Context: an optimization exercise on an open-source flow, tuned for small area and a short achievable clock period. The choices shown serve that exercise and are no tape-out recipe.
Function was checked by simulation only, so behaviour that the tests miss may differ from the original.
Power figures rest on the tool's default switching activity, not on a simulated workload.

<file path="flow/design.v">
package prefix_adder_pkg;
endpackage
`timescale 1ns/100ps
`timescale 1ns/100ps
`timescale 1ns/100ps
`timescale 1ns/100ps
`timescale 1ns/100ps
module prefix_adder_top (
  input  logic        clk,
  input  logic        rst_n,
  input  logic        in_valid,
  input  logic [31:0] a,
  input  logic [31:0] b,
  input  logic        cin,
  output logic        out_valid,
  output logic [31:0] sum,
  output logic        cout
);
  always_ff @(posedge clk or negedge rst_n) begin
    if (!rst_n) out_valid <= 1'b0;
    else        out_valid <= in_valid;
  end
  always_ff @(posedge clk) begin
    {cout, sum} <= {1'b0, a} + {1'b0, b} + {32'b0, cin};
  end
endmodule
</file>
<file path="flow/run.sh">
#!/bin/bash
# synth_recipe.tcl (not shown) runs the flow's synth.tcl, then flattens the netlist and writes it again
# the make line also repeats each setting of config.mk as NAME=value (left out here)
make -C /OpenROAD-flow-scripts/flow DESIGN_CONFIG=/design/flow/config.mk WORK_HOME=/design/flow/orfs CLKGATE_MAP_FILE= SYNTH_SCRIPT=/design/flow/synth_recipe.tcl finish
</file>
<file path="flow/config.mk">
export PLATFORM = sky130hd
export DESIGN_NAME = prefix_adder_top
export DESIGN_NICKNAME = prefix_adder_top
export VERILOG_FILES = /design/flow/design.v
export SDC_FILE = /design/flow/constraint.sdc
export NUM_CORES = 4
export LEC_CHECK = 0
export CAP_MARGIN = 20
export CORE_MARGIN = 2
export CORE_UTILIZATION = 40
export SLEW_MARGIN = 20
</file>
<file path="flow/constraint.sdc">
create_clock -name core_clock -period 2.5 [get_ports {clk}]
set_input_delay 0.5000 -clock core_clock [delete_from_list [all_inputs] [get_ports {clk}]]
set_output_delay 0.5000 -clock core_clock [all_outputs]
set_load 0.01 [all_outputs]
</file>
==> run notes <==
status failed layout checks; Fail Reasons negative setup slack; Vert. Die Dim 82.0 microns; drt wl/cell roughly 15 microns; crit-path most repeated cell buf_4; Buffers on Ports 101; first-pass GRT wire length between 10000 and 15000 microns; H-tree depth 2; DRC viols 0; Num CTS Buffers 5; Hold WS approximately 0.35 ns; initial antenna violation count 0; slowest CP cell fa_2; Initial Util 41.1%; post-synthesis cell area between 2000 and 2500 sq um; Core ar. slightly below 6000 sq um; commonest non-fill, non-tap cell in the layout buf_4; final setup violation count 8; Worst Setup Path Type in -> reg; GRT Residual Overflow 0; crit-path cells buf_6 -> fa_2 -> buf_4 -> a211oi_4 -> o21bai_4 -> buf_4 -> o311ai_4 -> nand3_2 -> a311oi_2 -> o21a_1 -> mux2i_1; most frequent cells in the layout buf_4 (76), clkdlybuf4s50_1 (69), dfxtp_1 (33); Min Clock Period, post-route between 2 and 3 ns; Static Leakage approximately 2.0 nW; fin nets about 560; Cell variety after synth 50; fill cell count 434; register area share after synthesis 28.1%; area grow syn2layout 87.4%; setup slack after layout -0.148 ns; initial DRC count roughly 110; Tot GR Track Use between 20% and 30%; # diodes 0; GP Congestion 0.860; Worst Setup Start Kind input port; Hold Path Class in -> async; CP top delay family compound AO/OA/AOI/OAI gates; number of flops mapped to enable cells by yosys 0; clk sinks 34; Crit Path Max Fanout 3; fin. max-slew vios 0; die width between 80 and 90 microns; Worst Path Required about 2.7 ns; final hold violations 0; Hold Buf Count CTS 0; Final period util 106%; Mapped Cells roughly 280; fmax 0.378 GHz; number of global-route vias before repair between 2k and 3k; Max Root-Sink Buffers 2; Main synth FF type dfxtp_1; RSZ-0062 raised after global routing true; Worst Setup End Kind register; Routed Antenna Nets 0; DR vias ~2.8k; Syn Nets ~380; Crit path buffers/inverters 3; VDD IR max a little under 0.0004 V; number of vias per cell approximately 5.3; Arr. time, crit path ~2.9 ns; Seq cells post-synth 34; HPWL after detailed placement 5810 microns; drt total wl around 8000 microns; Top Ports 102; max capacitance violation total 0; pwr/cell area 525 nW/um^2; critical path's largest stage delay 0.41 ns; Setup WS pre-CTS -0.677 ns; CTS Root Cell clkbuf_8; relative slew slack 71.0%; CTS tree built; area of the die a little under 7000 sq um; layout cells sized above 1 a little over a third; Mean Syn Cell Area ~8.8 sq um; largest net degree at the start of global routing 12; Tightest Pin Transition between 0.4 and 0.5 ns; Clock Pin Slew Worst Setup and Hold Paths 0.07 ns; Std-Cell Rows 28; YS warnings 1; fraction of registers with async set/reset 2.94%; Pre-antenna DRT Iters 4
cell families after synthesis:
kind of cell,share of synthesized area [%]
and+or+nand+nor,12.8
AOI/OAI and AO/OA,27.1
buffers and inverters,3.18
adders and majority gates,17.6
xor gates and xnor gates,10.8
muxes,0.411
DFF,28.1
registers in the layout, summed over array words and instances (netlist names):
signal     flops
cout           1
out_valid      1
sum           32
worst paths after layout:
check	slack, ns	end	start	depth (start not counted)
worst max-delay path	-0.15	sum[31]	a[0]	11
worst min-delay path	0.35	out_valid	rst_n	1
max in group asynchronous	2.06	out_valid	rst_n	1
min in group core_clock	0.49	sum[0]	cin	2
through the flow:
stage | power, W | std cells | cell area, sq um | setup TNS (ns) | util, %
2_1_floorplan | 0.00118 | 278 | 2480 | -0.384 | -
5_1_grt | 0.00252 | 532 | 4570 | -1.66 | 77.1
3_3_place_gp | 0.00174 | 510 | 4040 | -10.69 | 68.2
4_1_cts | 0.00230 | 526 | 4320 | -0.345 | 73.0
3_5_place_dp | 0.00175 | 510 | 4040 | -11.24 | 68.2
6_report | 0.00240 | 532 | 4570 | -0.559 | 77.1
cell usage after synthesis (6+ instances only):
| master | count | share of area (%) |
|---|---|---|
| nand2_1 | 16 | 2.5 |
| a21o_1 | 17 | 5.2 |
| xnor2_1 | 15 | 5.4 |
| o211ai_1 | 6 | 1.8 |
| clkbuf_1 | 8 | 1.2 |
| o21ai_0 | 8 | 1.6 |
| ha_1 | 31 | 16 |
| dfxtp_1 | 33 | 27 |
| xor2_1 | 15 | 5.4 |
| nand3_1 | 6 | 1.2 |
| inv_1 | 6 | 0.92 |
| a21oi_1 | 36 | 7.4 |
| nor2_1 | 13 | 2.0 |
layer usage:
metal	vias to the layer above	wire length (microns)	GRT usage [%]
met2	112	4030	40.7
met4	0	177	6.67
met1	1285	3370	28.1
li1	1383	-	-
met5	-	0	0
met3	17	461	3.74
timing repair:
action / in CTS / in global routing
setup endpoints to repair: 18 / 16
gates resized for setup: 90 / 48
pin swaps: 38 / 32
setup buffers: 8 / 6
where the power goes:
part / switching [W] / internal (W) / leakage [nW]
Combinational: 0.000523 / 0.000677 / 1.66
Sequential: 0.0000321 / 0.000665 / 0.290
Clock: 0.000207 / 0.000293 / 0.0579
cell type report:
cell class	instances	area [sq um]	area share [%]
Multi-Input combinational cell	225	2100	45.9
Sequential cell	34	686	15.0
Tap cell	75	93.8	2.06
Clock buffer	5	68.8	1.51
Inverter	8	30.0	0.658
Timing Repair Buffer	182	1550	34.0
Clock inverter	3	40.0	0.877

==> re-timing with driven ports <==
The flow's constraints put no driver on any port. The routed layout listed below was extracted and timed again, unchanged, in two steps. Step 1 assumes that a clkbuf_16 drives the clock port and a buf_2 every other input. Step 2 moves the port delays by t, midway between the first and last clock arrival at a register: inputs arrive t later, outputs are due t later. That takes back most of the time a late clock gives input paths. a / b / c = ideal ports / drivers / drivers and shift; a / b = the first two.
t, ns: 0.313
setup slack, ns: -0.148 / -0.150 / -0.463
worst register clock-pin slew, ns: 0.08 / 0.08
For this run, drivers alone change the setup slack by -0.002 ns; drivers and shift together by -0.315 ns.
